This design comes from an exercise in tuning for small area, a short achievable clock period and few clock cycles on the open sky130 flow, not from production work. In this exercise RTL edits were held to simulation tests only and were not proved equivalent to the original. Power and IR drop assume default switching activity.

==> flow/design.v <==
package ccl_pkg;
    typedef struct packed {
        logic [5-1:0] row;
        logic [5-1:0] col;
    } pixel_pos_t;
    typedef struct packed {
        logic [$clog2(128)-1:0] byte_addr;
        logic [2:0]                        bit_sel;
    } pixel_loc_t;
    typedef union packed {
        pixel_pos_t pos;
        pixel_loc_t loc;
    } pixel_index_t;
    typedef enum logic [2:0] {
        DIR_LEFT_UP    = 3'd0,
        DIR_UP         = 3'd1,
        DIR_RIGHT_UP   = 3'd2,
        DIR_LEFT       = 3'd3,
        DIR_RIGHT      = 3'd4,
        DIR_LEFT_DOWN  = 3'd5,
        DIR_DOWN       = 3'd6,
        DIR_RIGHT_DOWN = 3'd7
    } dir_t;
    typedef logic [5-1:0] label_t;
endpackage
`timescale 1ns/1ps
module ccl_top (
    input  logic                              clk,
    input  logic                              reset,
    input  logic [7:0]                        rom_q,
    output logic [$clog2(128)-1:0] rom_a,
    output logic [$clog2(1024)-1:0]    sram_a,
    output logic [7:0]                        sram_d,
    output logic                              sram_wen,
    output logic                              finish
);
    logic m_p1, m_p2, m_fb, m_done;
    logic swr;       
    assign sram_wen = !swr;
    logic run;
    logic p1_end;
    assign run = m_p1 || m_p2;
    logic [6:0] tbl [0:127];
    logic [6:0] R, R_n, prv;
    logic [6:0] t_q;
    logic       tw_en;
    logic [6:0] tw_a, tw_d;
    logic       tw_en_n;
    logic [6:0] tw_a_n, tw_d_n;
    assign t_q = tbl[R];
    always_ff @(posedge clk) begin
        if (tw_en) tbl[tw_a] <= tw_d;
    end
    logic [6:0] lb [0:31];
    logic       lbw_en;
    logic [4:0] lbw_a;
    logic [6:0] lbw_d;
    logic       lbw_en_n;
    logic [4:0] lbw_a_n;
    logic [6:0] lbw_d_n;
    logic [4:0] la_r;            
    logic [6:0] lb_rd;
    always_ff @(posedge clk) begin
        if (lbw_en) lb[lbw_a] <= lbw_d;
    end
    assign lb_rd = (lbw_en && lbw_a == la_r) ? lbw_d : lb[la_r];
    logic [7:0]  rq;         
    assign rq = {rom_q[0], rom_q[1], rom_q[2], rom_q[3], rom_q[4], rom_q[5], rom_q[6], rom_q[7]};
    logic [31:0] cur, prev, nxt;
    logic [3:0]  nv;
    logic [5:0]  frow;       
    logic [2:0]  fk;         
    logic [5:0]  y;          
    logic        nxt_ready;
    logic        f_req, b_req;
    logic        q1_f, q1_b, q2_f, q2_b;
    logic [1:0]  q1_k, q2_k;
    assign nxt_ready = frow[5] || (nv == 4'hF);
    logic [7:0]  bnext;      
    logic [6:0]  bcap;       
    logic [7:0]  bm;
    logic [6:0]  bcur;
    logic [7:0]  bq0, bq1;
    logic [6:0]  bq0a, bq1a;
    logic        bq0_v, bq1_v;
    logic        b_done, b_wr, b_pop, b_single;
    logic [2:0]  bnx;
    logic [1:0]  b_occ;
    assign b_occ  = 2'(bq0_v) + 2'(bq1_v) + 2'(q1_b) + 2'(q2_b);
    assign b_req  = run && !bnext[7] && !b_occ[1];
    assign f_req  = run && !frow[5] && !fk[2] && !b_req;
    assign b_done = bnext[7] && (b_occ == 2'd0) && (bm == 8'd0);
    always_comb begin
        bnx = 3'd0;
        for (int i = 7; i >= 0; i--) if (bm[i]) bnx = 3'(i);
    end
    assign b_single = ((bm & (bm - 8'd1)) == 8'd0);
    logic        xv;         
    logic [4:0]  xr;         
    logic        fL, fUL, fU, fUR, fEvt, fUn;
    logic [31:0] rem;        
    logic        rem_z;      
    logic [31:0] ohr, ohn, pr, pn;
    always_comb begin
        pr[0] = 1'b0;
        pn[0] = 1'b0;
        for (int i = 1; i < 32; i++) begin
            pr[i] = pr[i-1] | rem[i-1];
            pn[i] = pn[i-1] | nxt[i-1];
        end
        ohr = rem & ~pr;
        ohn = nxt & ~pn;
    end
    function automatic [4:0] enc32(input [31:0] oh);
        enc32 = 5'd0;
        for (int i = 0; i < 32; i++) if (oh[i]) enc32 = enc32 | 5'(i);
    endfunction
    logic [4:0] xr_r, xm_r, xp_r, xr_n, xm_n, xp_n;
    logic       rL, rUL, rU, rUR, nL_, nUL_, nU_, nUR_;
    logic       r_last, n_last;   
    assign xr_r   = enc32(ohr);
    assign xm_r   = enc32(ohr >> 1);
    assign xp_r   = enc32(ohr << 1);
    assign rL     = |(cur  & (ohr >> 1));
    assign rUL    = |(prev & (ohr >> 1));
    assign rU     = |(prev & ohr);
    assign rUR    = |(prev & (ohr << 1));
    assign r_last = !(|(rem & pr));
    assign xr_n   = enc32(ohn);
    assign xm_n   = enc32(ohn >> 1);
    assign xp_n   = enc32(ohn << 1);
    assign nL_    = |(nxt & (ohn >> 1));
    assign nUL_   = |(cur & (ohn >> 1));
    assign nU_    = |(cur & ohn);
    assign nUR_   = |(cur & (ohn << 1));
    assign n_last = !(|(nxt & pn));
    logic [6:0]  last;       
    logic [7:0]  ev;         
    logic        px_go;
    logic [6:0]  lab;
    logic [6:0]  ua_n;
    logic        sel_en;
    logic        adv;
    logic        overflow;
    logic        ph, ph1;
    logic [4:0]  f0, f1;
    logic [1:0]  fcnt;
    logic        pf_push, pf_pop;
    logic [4:0]  pf_val;
    logic        u_a1, u_a2, u_b1, u_b2, u_link;
    logic        u_busy;
    logic [6:0]  ua, ub;
    logic        u_req;
    logic        found;
    assign u_busy   = u_a1 || u_a2 || u_b1 || u_b2 || u_link;
    assign found    = (R == prv);
    assign overflow = m_p1 && xv && fEvt && ev[7];
    assign px_go    = xv && ((m_p1 && !(fUn && u_busy) && !(fEvt && ev[7]) && !(fUn && !fL && !ph)) ||
                             (m_p2 && (!fEvt || (fcnt != 2'd0))));
    assign pf_pop   = m_p2 && xv && fEvt && (fcnt != 2'd0);
    always_comb begin
        if (fL)                    lab = last;
        else if (fU || fUL || fUR) lab = lb_rd;
        else if (m_p1)      lab = ev[6:0];
        else                lab = {2'b00, f0};
    end
    assign ua_n  = fL ? last : ua;
    assign u_req = m_p1 && px_go && fUn;
    assign ph1   = m_p1 && xv && fUn && !fL && !ph && !u_busy;
    assign sel_en = !xv || px_go;
    assign adv    = sel_en && rem_z && nxt_ready && (y != 6'd32) && run;
    logic        r_r, r_c, r_p;
    logic [7:0]  ntot;       
    logic [4:0]  rc;         
    logic        pf_space;
    logic        r_root;
    assign r_root   = (R == ev[6:0]);
    assign pf_space = (fcnt != 2'd2) || pf_pop;
    assign pf_push  = pf_space && ((r_c && r_root) || r_p);
    assign pf_val   = r_p ? R[4:0] : rc;
    typedef enum logic [2:0] {F_CLR, F_A, F_W, F_C, F_D} fst_t;
    typedef enum logic [1:0] {K_SEED, K_GROW, K_NBR} kind_t;
    fst_t        fst;
    kind_t       kind;
    logic [9:0]  fb_idx, seed, pix;
    logic [2:0]  dir;
    logic [4:0]  flab;
    logic        wrote;
    logic        fgb, visb;
    logic [4:0]  prow, pcol;
    logic signed [2:0] drow, dcol;
    logic [4:0]  nrow, ncol;
    logic        nin;
    logic        f_set;
    logic [9:0]  fa_idx;
    assign prow = pix[9:5];
    assign pcol = pix[4:0];
    always_comb begin
        case (dir)
            3'd0: begin drow = -3'sd1; dcol = -3'sd1; end
            3'd1: begin drow = -3'sd1; dcol =  3'sd0; end
            3'd2: begin drow = -3'sd1; dcol =  3'sd1; end
            3'd3: begin drow =  3'sd0; dcol = -3'sd1; end
            3'd4: begin drow =  3'sd0; dcol =  3'sd1; end
            3'd5: begin drow =  3'sd1; dcol = -3'sd1; end
            3'd6: begin drow =  3'sd1; dcol =  3'sd0; end
            default: begin drow = 3'sd1; dcol = 3'sd1; end
        endcase
    end
    assign nrow = prow + {{2{drow[2]}}, drow};
    assign ncol = pcol + {{2{dcol[2]}}, dcol};
    assign nin  = !((drow == -3'sd1 && prow == 5'd0) || (drow == 3'sd1 && prow == 5'd31) ||
                    (dcol == -3'sd1 && pcol == 5'd0) || (dcol == 3'sd1 && pcol == 5'd31));
    always_comb begin
        case (kind)
            K_SEED:  fa_idx = seed;
            K_GROW:  fa_idx = pix;
            default: fa_idx = {nrow, ncol};
        endcase
    end
    assign f_set = m_fb && (fst == F_D) && (kind != K_GROW) && fgb && !visb;
    always_comb begin
        R_n = t_q;
        if (m_fb) begin
            if (fst == F_A)      R_n = fa_idx[9:3];
            else if (fst != F_W) R_n = R;
        end else if (p1_end) begin
            R_n = 7'd0;
        end else if (u_req) begin
            R_n = ua_n;
        end else if (u_a2 && found) begin
            R_n = ub;
        end else if ((r_c && r_root) || r_p) begin
            R_n = pf_space ? ev[6:0] + 7'd1 : R;
        end
    end
    logic p1_evt_wr;
    assign p1_end = m_p1 && !xv && (y == 6'd32) && !u_busy && !tw_en;
    assign p1_evt_wr = m_p1 && px_go && fEvt;
    always_comb begin
        tw_en_n = 1'b0;
        tw_a_n  = ev[6:0];
        tw_d_n  = ev[6:0];
        if (m_fb) begin
            if (fst == F_CLR) begin
                tw_en_n = (fb_idx[9:7] == 3'd0);
                tw_a_n  = fb_idx[6:0];
                tw_d_n  = 7'd0;
            end else begin
                tw_en_n = f_set && (fb_idx[2:0] != 3'd7);
                tw_a_n  = fb_idx[9:3];
                tw_d_n  = R | (7'd1 << fb_idx[2:0]);
            end
        end else if (m_p2) begin
            tw_en_n = pf_push;
            tw_a_n  = ev[6:0];
            tw_d_n  = {2'b00, pf_val};
        end else if (p1_evt_wr) begin
            tw_en_n = 1'b1;
        end else begin
            tw_en_n = u_link && (ua != ub);
            tw_a_n  = (ua > ub) ? ua : ub;
            tw_d_n  = (ua > ub) ? ub : ua;
        end
    end
    always_comb begin
        lbw_en_n = px_go;
        lbw_a_n  = xr;
        lbw_d_n  = lab;
        if (m_fb) begin
            if (fst == F_CLR) begin
                lbw_en_n = (fb_idx[9:5] == 5'd0);
                lbw_a_n  = fb_idx[4:0];
                lbw_d_n  = 7'd0;
            end else begin
                lbw_en_n = f_set && (fb_idx[2:0] == 3'd7);
                lbw_a_n  = fb_idx[9:5];
                lbw_d_n  = lb_rd | (7'd1 << fb_idx[4:3]);
            end
        end
    end
    logic [9:0] sa_n;
    logic [7:0] sd_n;
    logic       swen_n;
    assign b_wr = run && (bm != 8'd0) && !(m_p2 && px_go);
    always_comb begin
        sa_n   = {y[4:0], xr};
        sd_n   = {3'b000, lab[4:0]};
        swen_n = 1'b1;
        if (m_fb) begin
            sa_n = fb_idx;
            if (fst == F_CLR) begin
                sd_n   = 8'h00;
                swen_n = 1'b0;
            end else begin
                sd_n   = {3'b000, (kind == K_SEED) ? flab + 5'd1 : flab};
                swen_n = !f_set;
            end
        end else if (m_p2 && px_go) begin
            swen_n = 1'b0;
        end else if (b_wr) begin
            sa_n   = {bcur, bnx};
            sd_n   = 8'h00;
            swen_n = 1'b0;
        end
    end
    logic sc_done;
    assign sc_done = !xv && rem_z && ((y == 6'd31) || (y == 6'd32));
    logic bm_free, b_direct, b_push;
    assign bm_free  = (bm == 8'd0) || (b_wr && b_single);
    assign b_pop    = bq0_v && bm_free;
    assign b_direct = q2_b && bm_free && !bq0_v;
    assign b_push   = q2_b && !b_direct;
    always_ff @(posedge clk) begin
        if (q2_f) begin
            case (q2_k)
                2'd0:    nxt[7:0]   <= rq;
                2'd1:    nxt[15:8]  <= rq;
                2'd2:    nxt[23:16] <= rq;
                default: nxt[31:24] <= rq;
            endcase
        end
        if (b_pop) begin
            bq0  <= bq1;
            bq0a <= bq1a;
        end
        if (b_push) begin
            if (b_pop ? !bq1_v : !bq0_v) begin
                bq0  <= ~rq;
                bq0a <= bcap;
            end else begin
                bq1  <= ~rq;
                bq1a <= bcap;
            end
        end
        tw_a  <= tw_a_n;
        tw_d  <= tw_d_n;
        lbw_a <= lbw_a_n;
        lbw_d <= lbw_d_n;
        if (ph1) begin
            ua <= lb_rd;
        end else if (u_req) begin
            ua <= ua_n;
            ub <= lb_rd;
        end else if (u_a2 && found) begin
            ua <= R;
        end else if (u_b2 && found) begin
            ub <= R;
        end
        R   <= R_n;
        prv <= R;
        if (sel_en && run) begin
            if (!rem_z) begin
                xr   <= xr_r;
                la_r <= rU ? xr_r : (rUL && !rL) ? xm_r : xp_r;
                fL   <= rL;
                fUL  <= rUL;
                fU   <= rU;
                fUR  <= rUR;
                fEvt <= !(rL || rUL || rU || rUR);
                fUn  <= rUR && !rU && (rL || rUL);
                rem  <= rem & ~ohr;
            end else if (adv) begin
                xr   <= xr_n;
                la_r <= nU_ ? xr_n : (nUL_ && !nL_) ? xm_n : xp_n;
                fL   <= nL_;
                fUL  <= nUL_;
                fU   <= nU_;
                fUR  <= nUR_;
                fEvt <= !(nL_ || nUL_ || nU_ || nUR_);
                fUn  <= nUR_ && !nU_ && (nL_ || nUL_);
                rem  <= nxt & ~ohn;
            end
        end
        if (ph1) la_r <= la_r + 5'd2;
        if (m_fb && fst == F_A) la_r <= fa_idx[9:5];
        if (px_go) last <= lab;
        sram_a <= sa_n;
        sram_d <= sd_n;
        q1_k   <= fk[1:0];
        q2_k   <= q1_k;
        if (b_direct) bcur <= bcap;
        if (b_pop)    bcur <= bq0a;
        if (p1_end)   ntot <= ev;
        case ({pf_push, pf_pop})
            2'b10: begin
                if (fcnt == 2'd0) f0 <= pf_val; else f1 <= pf_val;
            end
            2'b01: f0 <= f1;
            2'b11: begin
                if (fcnt == 2'd1) f0 <= pf_val;
                else begin f0 <= f1; f1 <= pf_val; end
            end
            default: ;
        endcase
    end
    always_ff @(posedge clk or posedge reset) begin
        if (reset) begin
            m_p1     <= 1'b1;
            m_p2     <= 1'b0;
            m_fb     <= 1'b0;
            m_done   <= 1'b0;
            tw_en    <= 1'b0;
            lbw_en   <= 1'b0;
            rom_a    <= '0;
            swr      <= 1'b0;
            finish   <= 1'b0;
            cur      <= '0;
            prev     <= '0;
            rem_z    <= 1'b1;
            nv       <= '0;
            frow     <= '0;
            fk       <= '0;
            y        <= 6'd63;
            q1_f     <= 1'b0;
            q1_b     <= 1'b1;
            q2_f     <= 1'b0;
            q2_b     <= 1'b0;
            bnext    <= 8'd1;
            bcap     <= '0;
            bm       <= '0;
            bq0_v    <= 1'b0;
            bq1_v    <= 1'b0;
            xv       <= 1'b0;
            ph       <= 1'b0;
            ev       <= '0;
            u_a1     <= 1'b0;
            u_a2     <= 1'b0;
            u_b1     <= 1'b0;
            u_b2     <= 1'b0;
            u_link   <= 1'b0;
            r_r      <= 1'b0;
            r_c      <= 1'b0;
            r_p      <= 1'b0;
            rc       <= 5'd1;
            fcnt     <= '0;
        end else begin
            tw_en    <= tw_en_n;
            lbw_en   <= lbw_en_n;
            swr      <= !swen_n;
            q1_f <= f_req;
            q1_b <= b_req;
            q2_f <= q1_f;
            q2_b <= q1_b;
            if (b_req)      rom_a <= bnext[6:0];
            else if (f_req) rom_a <= {frow[4:0], fk[1:0]};
            if (f_req) fk <= fk + 3'd1;
            if (b_req) bnext <= bnext + 8'd1;
            if (q2_b) bcap <= bcap + 7'd1;
            if (q2_f) nv[q2_k] <= 1'b1;
            if (b_wr) bm <= bm & (bm - 8'd1);
            if (b_direct) bm <= ~rq;
            if (b_pop) begin
                bm    <= bq0;
                bq0_v <= bq1_v;
                bq1_v <= 1'b0;
                if (b_push) begin
                    if (bq1_v) bq1_v <= 1'b1;
                    else       bq0_v <= 1'b1;
                end
            end else if (b_push) begin
                if (bq0_v) bq1_v <= 1'b1;
                else       bq0_v <= 1'b1;
            end
            if (sel_en && run) begin
                if (!rem_z) begin
                    xv    <= 1'b1;
                    rem_z <= r_last;
                end else if (adv) begin
                    prev  <= cur;
                    cur   <= frow[5] ? 32'd0 : nxt;
                    rem_z <= frow[5] || n_last;
                    y     <= y + 6'd1;
                    nv    <= '0;
                    fk    <= '0;
                    frow  <= frow[5] ? frow : frow + 6'd1;
                    xv    <= !frow[5] && (nxt != 32'd0);
                end else begin
                    xv    <= 1'b0;
                end
            end
            if (p1_evt_wr) ev <= ev + 8'd1;
            if (ph1) ph <= 1'b1;
            else if (px_go) ph <= 1'b0;
            if (u_req) u_a1 <= 1'b1;
            if (u_a1) begin u_a1 <= 1'b0; u_a2 <= (ua != ub); end
            if (u_a2 && found) begin u_a2 <= 1'b0; u_b1 <= 1'b1; end
            if (u_b1) begin u_b1 <= 1'b0; u_b2 <= 1'b1; end
            if (u_b2 && found) begin u_b2 <= 1'b0; u_link <= 1'b1; end
            if (u_link && !p1_evt_wr) u_link <= 1'b0;
            if (r_r) begin r_r <= 1'b0; r_c <= 1'b1; end
            if (r_c) begin
                if (!r_root) begin r_c <= 1'b0; r_p <= 1'b1; end
                else if (pf_space) begin r_c <= 1'b0; r_r <= (ev + 8'd1 != ntot); end
            end
            if (r_p && pf_space) begin r_p <= 1'b0; r_r <= (ev + 8'd1 != ntot); end
            if (pf_push) begin
                ev <= ev + 8'd1;
                if (r_c) rc <= rc + 5'd1;
            end
            case ({pf_push, pf_pop})
                2'b10:   fcnt <= fcnt + 2'd1;
                2'b01:   fcnt <= fcnt - 2'd1;
                default: ;
            endcase
            if (overflow) begin
                m_p1   <= 1'b0;
                m_fb   <= 1'b1;
                xv     <= 1'b0;
                u_a1   <= 1'b0;
                u_a2   <= 1'b0;
                u_b1   <= 1'b0;
                u_b2   <= 1'b0;
                u_link <= 1'b0;
            end else if (p1_end) begin
                m_p1  <= 1'b0;
                m_p2  <= 1'b1;
                r_r   <= (ev != 8'd0);
                ev    <= '0;
                cur   <= '0;
                prev  <= '0;
                rem_z <= 1'b1;
                y     <= 6'd63;
                nv    <= '0;
                fk    <= '0;
                frow  <= '0;
            end else if (m_p2 && sc_done && b_done) begin
                m_p2   <= 1'b0;
                m_done <= 1'b1;
                finish <= 1'b1;
                r_r    <= 1'b0;
                r_c    <= 1'b0;
                r_p    <= 1'b0;
            end
            if (m_fb && fst == F_A && !(kind == K_NBR && !nin)) rom_a <= fa_idx[9:3];
            if (m_fb && fst == F_D && kind == K_SEED && !(fgb && !visb) && seed == 10'd1023) begin
                m_fb   <= 1'b0;
                m_done <= 1'b1;
                finish <= 1'b1;
            end
        end
    end
    always_ff @(posedge clk) begin
        if (overflow) begin
            fst    <= F_CLR;
            fb_idx <= '0;
        end
        else if (m_fb) begin
            case (fst)
                F_CLR: begin
                    fb_idx <= fb_idx + 10'd1;
                    if (fb_idx == 10'd1023) begin
                        fst  <= F_A;
                        kind <= K_SEED;
                        seed <= '0;
                        flab <= '0;
                    end
                end
                F_A: begin
                    if (kind == K_NBR && !nin) begin
                        if (dir == 3'd7) begin
                            dir  <= '0;
                            kind <= K_GROW;
                            if (pix == 10'd1023) begin
                                if (wrote) begin
                                    pix   <= '0;
                                    wrote <= 1'b0;
                                end else begin
                                    kind  <= K_SEED;
                                end
                            end else begin
                                pix <= pix + 10'd1;
                            end
                        end else begin
                            dir <= dir + 3'd1;
                        end
                    end else begin
                        fb_idx <= fa_idx;
                        fst    <= F_W;
                    end
                end
                F_W: fst <= F_C;
                F_C: begin
                    fgb  <= rq[fb_idx[2:0]];
                    visb <= (fb_idx[2:0] == 3'd7) ? lb_rd[fb_idx[4:3]] : R[fb_idx[2:0]];
                    fst  <= F_D;
                end
                default: begin
                    fst <= F_A;
                    case (kind)
                        K_SEED: begin
                            if (fgb && !visb) begin
                                flab  <= flab + 5'd1;
                                kind  <= K_GROW;
                                pix   <= '0;
                                wrote <= 1'b0;
                            end else if (seed != 10'd1023) begin
                                seed <= seed + 10'd1;
                            end
                        end
                        K_GROW: begin
                            if (fgb && visb) begin
                                kind <= K_NBR;
                                dir  <= '0;
                            end else if (pix == 10'd1023) begin
                                if (wrote) begin
                                    pix   <= '0;
                                    wrote <= 1'b0;
                                end else begin
                                    kind  <= K_SEED;
                                end
                            end else begin
                                pix <= pix + 10'd1;
                            end
                        end
                        default: begin
                            if (f_set) wrote <= 1'b1;
                            if (dir == 3'd7) begin
                                dir  <= '0;
                                kind <= K_GROW;
                                if (pix == 10'd1023) begin
                                    if (wrote || f_set) begin
                                        pix   <= '0;
                                        wrote <= 1'b0;
                                    end else begin
                                        kind  <= K_SEED;
                                    end
                                end else begin
                                    pix <= pix + 10'd1;
                                end
                            end else begin
                                dir <= dir + 3'd1;
                            end
                        end
                    endcase
                end
            endcase
        end
    end
endmodule
==> flow/flow/run.sh <==
#!/bin/bash
# The standard layout (the standard.sh: standard synthesis, floorplan,
# placement, CTS, routing, finish), with the timing repair steps asked to
# leave 6.8 ns of setup slack at the design's 10 ns clock instead of 0.
# The constraints (constraint.sdc) are the design's, unchanged.
set -euo pipefail
export SETUP_SLACK_MARGIN=6.8
bash standard.sh synth > synth.log 2>&1
bash standard.sh finish > layout.log 2>&1
==> flow/standard.sh <==
#!/bin/bash
# synth_recipe.tcl (not shown) runs the flow's synth.tcl, then flattens the netlist and writes it again
# the make line also repeats each setting of config.mk as NAME=value (left out here)
make -C /OpenROAD-flow-scripts/flow DESIGN_CONFIG=/design/flow/config.mk WORK_HOME=/design/flow/orfs CLKGATE_MAP_FILE= SYNTH_SCRIPT=/design/flow/synth_recipe.tcl "${@:-finish}"
==> flow/config.mk <==
export PLATFORM = sky130hd
export DESIGN_NAME = ccl_top
export DESIGN_NICKNAME = ccl_top
export VERILOG_FILES = /design/flow/design.v
export SDC_FILE = /design/flow/constraint.sdc
export NUM_CORES = 4
export LEC_CHECK = 0
export CAP_MARGIN = 20
export CORE_MARGIN = 2
export CORE_UTILIZATION = 45
export SLEW_MARGIN = 20
==> flow/constraint.sdc <==
create_clock -name core_clock -period 10.0 [get_ports {clk}]
set_input_delay 2.0000 -clock core_clock [delete_from_list [all_inputs] [get_ports {clk}]]
set_output_delay 2.0000 -clock core_clock [all_outputs]
set_load 0.01 [all_outputs]
==> results of run 1 <==
## path summary, 6_finish.rpt
check / from / end / slack [ps]
worst max register to register: register / register / 6560
min in group asynchronous: reset / bcap[0]$_DFFE_PP0P_ / 1640
worst max-delay path: register / register / 6560
worst min register to register: q1_k[1]$_DFF_P_ / q2_k[1]$_DFF_P_ / 340
max in group asynchronous: reset / q2_b$_DFF_PP0_ / 7050
worst min-delay path: q1_k[1]$_DFF_P_ / q2_k[1]$_DFF_P_ / 340
## cell type report
type | count | area share
Clock inverter | 102 | 0.0139
Inverter | 88 | 0.00424
Tap cell | 2016 | 0.0315
Clock buffer | 202 | 0.0548
Multi-Input combinational cell | 2649 | 0.287
Antenna cell | 1 | 0.0000313
Sequential cell | 1544 | 0.560
Timing Repair Buffer | 357 | 0.0492
## worst max-delay path: stages (launching register included)
cell	delay, ps
dfxtp_4	360
buf_12	150
buf_12	120
buf_16	120
mux4_2	490
mux4_2	500
mux4_2	580
mux2i_4	200
nor2_1	60
o211ai_1	150
o21ai_1	90
or2_1	230
mux2_2	260
## kinds of logic after synthesis
| group | Yosys count |
|---|---|
| adder cells (fa/ha/maj) | 57 |
| other | 1 |
| flip-flops | 1544 |
| AO/OA/AOI/OAI | 728 |
| multiplexers | 496 |
| AND/OR/NAND/NOR | 1263 |
| XOR/XNOR | 95 |
| buffers and inverters | 367 |
## power groups by stage
stage	Sequential (uW)	Combinational [uW]	Clock [uW]
2_1_floorplan	7020	13.7	0
3_3_place_gp	7020	30.2	0
3_5_place_dp	7020	30.4	0
4_1_cts	6880	30.6	6280
5_1_grt	6880	32.7	6540
6_report	6880	28.9	6190
## per-layer routing
metal | up-vias | part of all wire | routed length (um) | track usage
li1 | 18362 | - | - | -
met1 | 22091 | 0.41 | 81200 | 0.354
met2 | 1894 | 0.48 | 93500 | 0.403
met3 | 407 | 0.071 | 14000 | 0.0417
met4 | 0 | 0.041 | 8000 | 0.102
met5 | - | 0 | 0 | 0
## what timing repair did
item                       4_1_cts  5_1_grt
buffers inserted               180       46
gates cloned                    30        8
pin swaps                       36       41
resized for setup              328       92
setup endpoints to repair      264      300
## sequential cells by signal (all words and copies together) (netlist names), 8 cells and up, named ones only
name / cells
rem: 31
bm: 8
bq0: 8
ev: 8
cur: 32
nxt: 32
tbl: 896
prev: 32
ntot: 8
pix: 10
lb: 224
seed: 10
fb_idx: 10
bnext: 8
sram_a: 10
bq1: 8
## cell usage after synthesis (11+ instances only)
cell type	number	share of area
edfxtp_1	1300	0.57
nor2_1	453	0.025
nand2_1	372	0.021
mux4_2	368	0.12
clkbuf_1	201	0.011
o21ai_0	173	0.013
a21oi_1	160	0.012
dfrtp_1	141	0.052
mux2i_1	93	0.014
dfxtp_1	92	0.027
inv_1	86	0.0047
nand3_1	75	0.0055
nor3_1	57	0.0042
xnor2_1	49	0.0063
nor2b_1	47	0.0043
nand4_1	46	0.0042
xor2_1	46	0.0059
ha_1	45	0.0083
a31oi_1	43	0.0040
o22ai_1	40	0.0037
and3_1	33	0.0030
mux2_2	32	0.0053
buf_1	31	0.0017
buf_2	30	0.0022
o211ai_1	30	0.0033
a22o_1	29	0.0037
a22oi_1	28	0.0031
a211oi_1	26	0.0029
nor4_1	25	0.0023
nand3b_1	23	0.0025
a221oi_1	19	0.0024
or3_1	19	0.0017
nand2b_1	18	0.0017
o31ai_1	18	0.0020
a21o_1	15	0.0017
and2_1	15	0.0014
o21a_1	15	0.0017
a221o_1	13	0.0019
buf_4	12	0.0013
or4_1	12	0.0013
a32oi_1	11	0.0014
dfstp_2	11	0.0042
## through the flow
stage | power, uW | std cells | setup WS [ps] | hold slack (ps)
floorplan | 7040 | 4553 | 6090 | 310
global placement | 7050 | 6389 | 5110 | 317
detailed placement | 7050 | 6389 | 5030 | 317
CTS | 13200 | 6903 | 6520 | 343
global route | 13500 | 6958 | 6480 | 353
finish | 13100 | 6959 | 6560 | 339
==> out/qor.yml, run 1 <==
synthesis:
  synth_cells: 4551
  synthMuxAreaShare: 0.141
  synth_cell_type_count: 98
  synth_fa_ha_area_frac: 0.0105
  post_synth.cell_area_avg_um2: 14.9
  ys_seq_elements: 1544
  synthSimpleGateAreaFrac: 0.0869
  seq_area_frac_synth: 0.657
  synth_top_family_by_area: "multiplexers"
  synth_edf_count: 1300
  synth_xor_area_frac: 0.0122
  yosys_most_used_dff: "edfxtp_1"
  synth_async_sr_flop_share: 0.0984
  syn_area_mm2: 0.0680
  yosysWarnings: 1
  synth_compound_area_frac: 0.0698
worst_setup_path:
  worst-path-max-fanout: 7
  crit_required_ps: 10680
  cp-end-kind: "register"
  crit_type: "reg -> reg"
  rr_worst_depth: 12
  critPathLaunchType: "register"
  crit_arrival_ps: 4120
timing:
  hold_violations: 0
  slew-limit-headroom: 0.138
  period_needed_ps: 3440
  final.period_utilization: 0.344
  rsz0062_at_grt: "true"
  skew_ps: 44.3
  setup_viol: 0
  maxSlewViolCount: 0
  clock.fmax_mhz: 291
  final.setup.tns_ps: 0
  max_slew.worst_pin.slew_ps: 1290
power_and_ir_drop:
  p_switching_uw: 2640
  p_leak_uw: 0.0244
  pwr-share-comb: 0.002
  power_frac_seq: 0.525
  peakVddDrop_v: 0.000167
  p_sw_frac: 0.201
  p_per_area_mw_per_mm2: 164
  clkPwrFrac: 0.473
  p_int_uw: 10500
min_path:
  min_delay_path_depth: 0
  hold_class: "reg -> reg"
global_routing:
  grt_pass1_wl_um: 288000
  grt_overflow: 0
  grt_max_degree: 134
  grt_pass1_vias: 41765
  track_usage: 0.255
  antenna_found_initial: 2
layout:
  area_delta_synth_final_pct: 17.6
  seq_area_mm2: 0.0448
  final_common_cell: "edfxtp_1"
  drive_above_1_share: 0.251
  fillers: 12189
  post-route-util: 0.534
  multi_input_area_mm2: 0.0229
  fin_area_mm2: 0.0800
  layout_common_cells: "edfxtp_1 (1,300), nor2_1 (420), mux4_2 (368), nand2_1 (362), buf_4 (240)"
  fin_nets: 4861
place:
  placed_area_mm2: 0.0704
  dp_hpwl_um: 121000
  gp_congestion: 0.973
  io_buffers: 33
route:
  detail_route.first_pass.iterations: 6
  drt_iter0_drc: 5232
  postRouteAntennaNets: 0
  routed_wl_um: 197000
  vias_per_cell: 6.14
  num_vias: 42754
  wire_per_inst_um: 28.3
  drc: 0
cts:
  cts_root_buffer: "clkbuf_16"
  cts_max_level: 4
  postCtsHoldBufs: 0
  clk_transition_reported_paths_ps: 60
  clock_path_buffers: 3
  numCtsBuffers: 163
  insertion_delay_ps: 800
  cts_tree: "done"
  cts.sinks: 1544
floorplanning:
  die_w_um: 393
  die_y_um: 393
  initial_core_util: 0.454
  rows: 142
  core_area_mm2: 0.150
  die-area_mm2: 0.154
  io_pins: 37
status:
  status: "finished clean"
run:
  maxCapViolations: 0
Testbench counts, summed over its fixed seeds: cycles 33,171.
==> run 2: changes to the inputs <==
--- a/flow/design.v
+++ b/flow/design.v
@@ -143,8 +143,8 @@
     logic        adv;
     logic        overflow;
     logic        ph, ph1;
-    logic [4:0]  f0, f1;
-    logic [1:0]  fcnt;
+    logic [4:0]  f0;         
+    logic        fv;         
     logic        pf_push, pf_pop;
     logic [4:0]  pf_val;
     logic        u_a1, u_a2, u_b1, u_b2, u_link;
@@ -156,8 +156,8 @@
     assign found    = (R == prv);
     assign overflow = m_p1 && xv && fEvt && ev[7];
     assign px_go    = xv && ((m_p1 && !(fUn && u_busy) && !(fEvt && ev[7]) && !(fUn && !fL && !ph)) ||
-                             (m_p2 && (!fEvt || (fcnt != 2'd0))));
-    assign pf_pop   = m_p2 && xv && fEvt && (fcnt != 2'd0);
+                             (m_p2 && (!fEvt || fv)));
+    assign pf_pop   = m_p2 && xv && fEvt && fv;
     always_comb begin
         if (fL)                    lab = last;
         else if (fU || fUL || fUR) lab = lb_rd;
@@ -175,7 +175,7 @@
     logic        pf_space;
     logic        r_root;
     assign r_root   = (R == ev[6:0]);
-    assign pf_space = (fcnt != 2'd2) || pf_pop;
+    assign pf_space = !fv || pf_pop;
     assign pf_push  = pf_space && ((r_c && r_root) || r_p);
     assign pf_val   = r_p ? R[4:0] : rc;
     typedef enum logic [2:0] {F_CLR, F_A, F_W, F_C, F_D} fst_t;
@@ -382,17 +382,7 @@
         if (b_direct) bcur <= bcap;
         if (b_pop)    bcur <= bq0a;
         if (p1_end)   ntot <= ev;
-        case ({pf_push, pf_pop})
-            2'b10: begin
-                if (fcnt == 2'd0) f0 <= pf_val; else f1 <= pf_val;
-            end
-            2'b01: f0 <= f1;
-            2'b11: begin
-                if (fcnt == 2'd1) f0 <= pf_val;
-                else begin f0 <= f1; f1 <= pf_val; end
-            end
-            default: ;
-        endcase
+        if (pf_push) f0 <= pf_val;
     end
     always_ff @(posedge clk or posedge reset) begin
         if (reset) begin
@@ -433,7 +423,7 @@
             r_c      <= 1'b0;
             r_p      <= 1'b0;
             rc       <= 5'd1;
-            fcnt     <= '0;
+            fv       <= 1'b0;
         end else begin
             tw_en    <= tw_en_n;
             lbw_en   <= lbw_en_n;
@@ -498,11 +488,8 @@
                 ev <= ev + 8'd1;
                 if (r_c) rc <= rc + 5'd1;
             end
-            case ({pf_push, pf_pop})
-                2'b10:   fcnt <= fcnt + 2'd1;
-                2'b01:   fcnt <= fcnt - 2'd1;
-                default: ;
-            endcase
+            if (pf_push)     fv <= 1'b1;
+            else if (pf_pop) fv <= 1'b0;
             if (overflow) begin
                 m_p1   <= 1'b0;
                 m_fb   <= 1'b1;
==> run 2 against run 1 <==
Via count up 2.6%. Non-clock buffer count up 3. Critical path type is now reg -> out. Routed wire length down 0.68%. Still clean.
==> out/qor.yml, run 2 <==
status:
  status: "finished clean"
worst_setup_path:
  critPathSlowestCell: "dfrtp_1"
  critPathLaunchType: "register"
  crit_required_ps: 8000  # -2680 ps
  worst-path-max-fanout: 1  # -6
  crit_chain: "inv_2, buf_6"
  crit_arrival_ps: 1410  # -2710 ps
  rr_worst_depth: 14  # +2
  critical-path-max-stage-delay_ps: 370  # -210 ps
  crit_type: "reg -> out"
  cp-end-kind: "primary output"
floorplanning:
  rows: 142  # unchanged
  initial_core_util: 0.454  # about the same
  die_y_um: 393  # about the same
  die-area_mm2: 0.154  # about the same
  io_pins: 37  # unchanged
  die_w_um: 393  # about the same
  core_area_mm2: 0.150  # unchanged
timing:
  clock.fmax_mhz: 293  # +0.81%
  final.period_utilization: 0.341  # -0.00277
  max_slew.worst_pin.slew_ps: 1170  # -120 ps
  skew_ps: 30.6  # -13.7 ps
  period_needed_ps: 3410  # -27.7 ps
  rsz0062_at_grt: "true"
  hold_violations: 0  # unchanged
  maxSlewViolCount: 0  # unchanged
  final.setup.tns_ps: 0  # unchanged
  setup_viol: 0  # unchanged
  slew-limit-headroom: 0.218  # +0.0803
synthesis:
  seq_area_frac_synth: 0.654  # -0.00298
  yosysWarnings: 1  # unchanged
  synth.most_common_cell: "edfxtp_1"
  post_synth.cell_area_avg_um2: 14.5  # -3.2%
  synth_area_leaders: "edfxtp_1 (57%), mux4_2 (11%), dfrtp_1 (5.1%), dfxtp_1 (2.7%), nand2_1 (2.4%)"
  synth_cell_type_count: 92  # -6.1%
  synth_xor_area_frac: 0.0115  # -0.000780
  ys_seq_elements: 1538  # -0.39%
  synth_edf_count: 1295  # -0.38%
  synth_cells: 4706  # +3.4%
  yosys_most_used_dff: "edfxtp_1"
  synth_compound_area_frac: 0.0802  # +0.0104
  yosysTopAreaCellShare: 0.571  # -0.00256
  syn_area_mm2: 0.0681  # about the same
  synthSimpleGateAreaFrac: 0.0962  # +0.00930
  synthMuxAreaShare: 0.124  # -0.0176
  synth.top_cells.by_count: "edfxtp_1 (1,295), nand2_1 (427), nor2_1 (407), mux4_2 (328), clkbuf_1 (216)"
  yosys.area.top_type: "edfxtp_1"
  synth_top_family_by_area: "multiplexers"
  synth_async_sr_flop_share: 0.0982  # -0.000266
  synth_fa_ha_area_frac: 0.0107  # +0.000177
route:
  routed_wl_um: 195000  # -0.68%
  wire_per_inst_um: 27.5  # -2.6%
  postRouteAntennaNets: 0  # unchanged
  drt_iter0_drc: 4757  # -9.1%
  vias_per_cell: 6.18  # +0.65%
  drc: 0  # unchanged
  num_vias: 43862  # +2.6%
  detail_route.first_pass.iterations: 7  # +1
power_and_ir_drop:
  power_frac_seq: 0.526  # about the same
  p_per_area_mw_per_mm2: 163  # -0.59%
  p_leak_uw: 0.0250  # +2.4%
  p_switching_uw: 2590  # -1.7%
  peakVddDrop_v: 0.000192  # +15%
  power.total_uw: 13000  # -0.64%
  p_sw_frac: 0.199  # -0.00208
  clkPwrFrac: 0.471  # -0.002
  pwr-share-comb: 0.002  # about the same
  p_int_uw: 10400  # -0.38%
layout:
  largest_reg_flops: 896  # unchanged
  seq_area_mm2: 0.0446  # -0.39%
  layout_common_cells: "edfxtp_1 (1,295), nand2_1 (411), nor2_1 (390), mux4_2 (328), buf_4 (255)"
  diodes: 0  # -1
  final_common_cell: "edfxtp_1"
  fillers: 12281  # +0.75%
  multi_input_area_mm2: 0.0234  # +1.8%
  area_delta_synth_final_pct: 17.5
  drive_above_1_share: 0.248  # -0.00313
  fin_nets: 4999  # +2.8%
  regMostFlops: "tbl"
  top_regs: "tbl: 896 flops, lb: 224 flops"
min_path:
  hold_class: "reg -> reg"
  min_delay_path_depth: 0  # unchanged
place:
  gp_congestion: 1.00  # +3.1%
  io_buffers: 33  # unchanged
  dp_hpwl_um: 120000  # -0.64%
cts:
  insertion_delay_ps: 790  # about the same
  numCtsBuffers: 161  # -1.2%
  cts_tree: "done"
  clk_transition_reported_paths_ps: 60  # about the same
  cts.sinks: 1538  # -0.39%
  clock_path_buffers: 3  # unchanged
  cts_root_buffer: "clkbuf_16"
  postCtsHoldBufs: 0  # unchanged
  cts_max_level: 4  # unchanged
global_routing:
  grt_pass1_wl_um: 286000  # -0.64%
  antenna_found_initial: 2  # unchanged
  grt_max_degree: 128  # -4.5%
  grt_pass1_vias: 42409  # +1.5%
  grt_overflow: 0  # unchanged
  track_usage: 0.251  # -0.00345
run:
  maxCapViolations: 0  # unchanged
==> run 2: cell count changes in the layout (fill, tap and decap cells not counted), sizes merged, moves of 12 or more <==
cell | previous run | this run
a22o | 29 | 41
nand2b | 19 | 31
mux2i | 93 | 71
or4 | 13 | 29
a22oi | 28 | 42
nand2 | 373 | 427
a21oi | 160 | 202
nor2 | 453 | 408
mux4 | 368 | 328
or3 | 19 | 31
nand3 | 75 | 109
==> run 2: power groups by stage <==
stage	clock, uW	sequential (uW)	combinational [uW]
floorplan	0	7000	13.5
global placement	0	6990	30.0
detailed placement	0	6990	30.6
CTS	6230	6860	30.6
global route	6490	6850	33.1
finish	6140	6860	29.1
==> run 2: worst paths after layout <==
check	start	endpoint	slack, ps
min in group asynchronous	reset	cur[19]$_DFF_PP0_	1790
worst max register to register	register	register	6650
worst min register to register	q1_k[1]$_DFF_P_	q2_k[1]$_DFF_P_	330
worst max-delay path	swr$_DFF_PP0_	sram_wen	6590
max in group asynchronous	reset	q1_b$_DFF_PP1_	7240
worst min-delay path	q1_k[1]$_DFF_P_	q2_k[1]$_DFF_P_	330
==> run 2: final cells by class <==
| type | count | area share |
|---|---|---|
| flip-flops and latches | 1538 | 0.558 |
| multi-input cells | 2790 | 0.292 |
| repair buffers | 360 | 0.0467 |
| well taps | 2016 | 0.0315 |
| repair inverters | 1 | 0.0000939 |
| clock buffers | 197 | 0.0543 |
| inverters | 92 | 0.00452 |
| clock inverters | 99 | 0.0132 |
==> run 2: worst max-delay path: cells and delay by family, from the launching register on <==
kind                   cells  cell delay (ps)
buffers and inverters      2              270
DFF                        1              370
==> run 2: kinds of logic (layout without fill, tap and decap cells) <==
logic type,after synthesis,in the layout
flops,1538,1538
fa+ha+maj,59,59
mux,428,428
buf+inv,382,749
xor+xnor,89,89
other cells,1,3
simple gates,1385,1387
compound gates,824,824
==> run 2: stage by stage <==
stage	area [um^2]	instances	hold WS, ps	worst slack, ps	util
floorplan	68100	4708	310	6110	-
global placement	70300	6532	316	5680	0.469
detailed placement	70300	6532	325	5610	0.469
CTS	78700	7024	331	6550	0.525
global route	80000	7093	349	6570	0.533
finish	80000	7093	329	6590	0.533
==> run 2: metal layers <==
| metal | vias to the layer above | global-route usage | part of all wire |
|---|---|---|---|
| li1 | 18921 | - | - |
| met1 | 22490 | 0.353 | 0.41 |
| met2 | 2061 | 0.396 | 0.47 |
| met3 | 388 | 0.0396 | 0.076 |
| met4 | 2 | 0.0965 | 0.039 |
| met5 | - | 0 | 0.000067 |
==> run 2: timing repair <==
action / in CTS / in global routing
setup endpoints to repair: 317 / 225
pin swaps: 39 / 50
setup buffers: 175 / 65
gates cloned: 21 / 4
resized for setup: 327 / 140
Testbench counts of run 2, summed over its fixed seeds: cycles 33,179.
==> run 3: changes to the inputs <==
--- a/flow/config.mk
+++ b/flow/config.mk
@@ -7,5 +7,5 @@
 export LEC_CHECK = 0
 export CAP_MARGIN = 20
 export CORE_MARGIN = 2
-export CORE_UTILIZATION = 45
+export CORE_UTILIZATION = 50
 export SLEW_MARGIN = 20
==> run 3 against run 2 <==
Still clean on timing, DRC and antenna. Sequential share of layout area up 0.14 points. Final cell count down 2.8%. Register-to-register slack about the same. Sequential power about the same. Clock skew up 10 ps. Die area down 9.9%. Flip-flop and latch count unchanged. Global-route usage up 3.4 points. Critical path depth down 1. Utilization up 5.6 points. Critical endpoint is now finish.
==> out/qor.yml, run 3 <==
route:
  drt_iter0_drc: 5055  # +6.3%
  detail_route.first_pass.iterations: 6  # -1
  vias_per_cell: 6.42  # +3.8%
  drc: 0  # unchanged
  num_vias: 44234  # +0.85%
  wire_per_inst_um: 29.4  # +6.8%
  routed_wl_um: 203000  # +3.7%
  postRouteAntennaNets: 0  # unchanged
worst_setup_path:
  critPathSlowestCell: "dfrtp_1"
  crit_chain: "buf_6"
  crit_type: "reg -> out"
  critPathLaunchType: "register"
  crit_required_ps: 8000  # about the same
  critical-path-max-stage-delay_ps: 430  # +60 ps
  r2r_setup_slack_ps: 6660  # about the same
  crit_family: "flip-flops"
  crit_arrival_ps: 1380  # -30 ps
  rr_worst_depth: 12  # -2
  worst-path-stages: 1  # -1
  crit_buf_inv: 1  # -1
  worst-path-max-fanout: 2  # +1
  cp-end-kind: "primary output"
  startpoint: "finish$_DFFE_PP0P_"
  crit_path_end: "finish"
cts:
  clk_transition_reported_paths_ps: 60  # about the same
  clock_path_buffers: 3  # unchanged
  cts.sinks: 1538  # unchanged
  cts_root_buffer: "clkbuf_16"
  insertion_delay_ps: 810  # +20 ps
  numCtsBuffers: 162  # +0.62%
  cts_tree: "done"
  cts_max_level: 4  # unchanged
  postCtsHoldBufs: 0  # unchanged
synthesis:
  yosysWarnings: 1  # unchanged
  yosysTopAreaCellShare: 0.571  # unchanged
  ys_seq_elements: 1538  # unchanged
  post_synth.cell_area_avg_um2: 14.5  # unchanged
  synth.top_cells.by_count: "edfxtp_1 (1,295), nand2_1 (427), nor2_1 (407), mux4_2 (328), clkbuf_1 (216)"
  seq_area_frac_synth: 0.654  # unchanged
  yosys_most_used_dff: "edfxtp_1"
  synth_edf_count: 1295  # unchanged
  synth.most_common_cell: "edfxtp_1"
  yosys.area.top_type: "edfxtp_1"
  synth_cell_type_count: 92  # unchanged
  syn_area_mm2: 0.0681  # unchanged
  synth_async_sr_flop_share: 0.0982  # unchanged
  synth_area_leaders: "edfxtp_1 (57%), mux4_2 (11%), dfrtp_1 (5.1%), dfxtp_1 (2.7%), nand2_1 (2.4%)"
  synth_cells: 4706  # unchanged
floorplanning:
  io_pins: 37  # unchanged
  core_area_mm2: 0.135  # -9.8%
  die_w_um: 373  # -5.1%
  rows: 135  # -4.9%
  initial_core_util: 0.503  # +0.0492
  die_y_um: 373  # -5.1%
  die-area_mm2: 0.139  # -9.9%
timing:
  setup_viol: 0  # unchanged
  skew_ps: 40.8  # +10.2 ps
  final.setup.tns_ps: 0  # unchanged
  hold_violations: 0  # unchanged
  slew-limit-headroom: 0.261  # +0.0432
  clock.fmax_mhz: 295  # +0.79%
  period_needed_ps: 3380  # -26.8 ps
  rsz0062_at_grt: "true"
  max_slew.worst_pin.slew_ps: 1100  # -66.1 ps
  maxSlewViolCount: 0  # unchanged
  final.period_utilization: 0.338  # -0.00268
power_and_ir_drop:
  p_switching_uw: 2570  # -0.74%
  p_per_area_mw_per_mm2: 159  # -2.2%
  p_int_uw: 10100  # -2.9%
  power_frac_seq: 0.540  # +0.014
  p_sw_frac: 0.203  # +0.00358
  pwr-share-comb: 0.003  # about the same
  peakVddDrop_v: 0.000166  # -13%
  clkPwrFrac: 0.457  # -0.014
  p_leak_uw: 0.0250  # about the same
place:
  dp_hpwl_um: 125000  # +3.9%
  gp_congestion: 0.973  # -3.0%
  io_buffers: 33  # unchanged
  dp_cells: 6311  # -3.4%
layout:
  drive_above_1_share: 0.254  # +0.00569
  fin_cells: 6891  # -2.8%
  final_common_cell: "edfxtp_1"
  fin_nets: 5037  # +0.76%
  top_regs: "tbl: 896 flops, lb: 224 flops"
  area_delta_synth_final_pct: 17.2
  fillers: 10424  # -15%
  largest_reg_flops: 896  # unchanged
  regMostFlops: "tbl"
  layout_common_cells: "edfxtp_1 (1,295), nand2_1 (411), nor2_1 (382), mux4_2 (328), buf_4 (288)"
global_routing:
  track_usage: 0.286  # +0.0343
  grt_pass1_wl_um: 294000  # +2.7%
  grt_max_degree: 130  # +1.6%
  grt_overflow: 0  # unchanged
  antenna_found_initial: 1  # -1
  grt_pass1_vias: 42508  # +0.23%
min_path:
  hold_class: "reg -> reg"
status:
  status: "finished clean"
run:
  maxCapViolations: 0  # unchanged
==> run 3: cell counts after synthesis <==
No cell type changed its count.
==> run 3: cell type report <==
class,count,area [um^2],share of cell area
Timing Repair Buffer,396,3970,0.0498
Tap cell,1781,2230,0.0279
Sequential cell,1538,44600,0.559
Antenna cell,1,2.50,0.0000314
Inverter,92,360,0.00452
Clock buffer,202,4320,0.0541
Clock inverter,89,766,0.00960
Multi-Input combinational cell,2791,23500,0.295
Timing Repair inverter,1,7.51,0.0000941
==> run 3: stage by stage <==
step                      hold slack [ps]  power [uW]  utilization  cell area [um^2]  setup slack, ps
after floorplan                       310        7010            -             68100             6110
after global placement                335        7030        0.518             70100             5420
after detailed placement              344        7030        0.518             70100             5370
after CTS                             356       12800        0.576             77900             6560
after global routing                  356       13000        0.590             79800             6550
final                                 353       12700        0.590             79800             6620
==> run 3: power groups by stage <==
stage	sequential [uW]	clock, uW	combinational, uW
after global placement	6990	0	32.9
after floorplan	7000	0	13.5
after global routing	6850	6140	35.4
final	6860	5810	32.5
after detailed placement	6990	0	33.4
after CTS	6860	5890	33.4
==> run 3: metal layers <==
layer	vias up	routed length (um)	share of wire	global-route usage
met5	-	13	0.000064	0
met4	2	8300	0.041	0.102
met3	470	14500	0.072	0.0410
met2	2109	97400	0.48	0.461
met1	22675	82300	0.41	0.398
li1	18978	-	-	-
==> run 3: cells by family (layout without fill, tap and decap cells) <==
| kind of cell | Yosys count | in the layout | synth area share |
|---|---|---|---|
| flip-flops | 1538 | 1538 | 0.654 |
| AND/OR/NAND/NOR | 1385 | 1388 | 0.0962 |
| AO/OA/AOI/OAI | 824 | 824 | 0.0802 |
| multiplexers | 428 | 428 | 0.124 |
| buffers and inverters | 382 | 780 | 0.0234 |
| XOR/XNOR | 89 | 89 | 0.0115 |
| adder cells (fa/ha/maj) | 59 | 59 | 0.0107 |
| other | 1 | 4 | 0.0000551 |
==> run 3: how the worst min path moves through the flow <==
stage | start | depth (start not counted) | to
floorplan | q1_k[0]$_DFF_P_ | 0 | q2_k[0]$_DFF_P_
global placement | q1_f$_DFF_PP0_ | 0 | q2_f$_DFF_PP0_
detailed placement | q1_f$_DFF_PP0_ | 0 | q2_f$_DFF_PP0_
CTS | q1_f$_DFF_PP0_ | 0 | q2_f$_DFF_PP0_
global route | q1_f$_DFF_PP0_ | 0 | q2_f$_DFF_PP0_
finish | q1_f$_DFF_PP0_ | 0 | q2_f$_DFF_PP0_
==> run 3: what timing repair did <==
item	CTS	global route
hold endpoints to repair	0	0
gates resized for setup	331	178
buffers inserted	166	101
cloned	15	6
pin swaps	29	75
endpoints found under the setup margin	309	162

## what the ideal ports hide
No port has a modelled driver above. Below, the same layouts with a new extraction and two added sets of constraints.
Step 1: set_driving_cell puts a clkbuf_16 on clk and a buf_2 on each other input, an assumption about the parent block.
Step 2, shift: input delay + t, output delay - t, t = (earliest + latest rising clock arrival at the registers) / 2. This alone moves slack from input paths to output paths.
Slacks: ideal / step 1 / step 2; pairs: ideal / step 1.
run | t (ns) | setup WS [ns] | latest minus earliest clock arrival (ns) | slew at the worst register clock pin (ns)
run 1 | 0.856 | 6.561 / 6.515 / 6.063 | 0.051 / 0.052 | 0.07 / 0.07
run 2 | 0.857 | 6.589 / 6.508 / 6.065 | 0.035 / 0.035 | 0.07 / 0.07
run 3 | 0.855 | 6.616 / 6.545 / 5.933 | 0.042 / 0.041 | 0.07 / 0.07
After both steps every run listed still meets setup and hold. The setup slack of run 3, which loses most, moves by -0.071 ns with the drivers and by -0.683 ns with both steps.
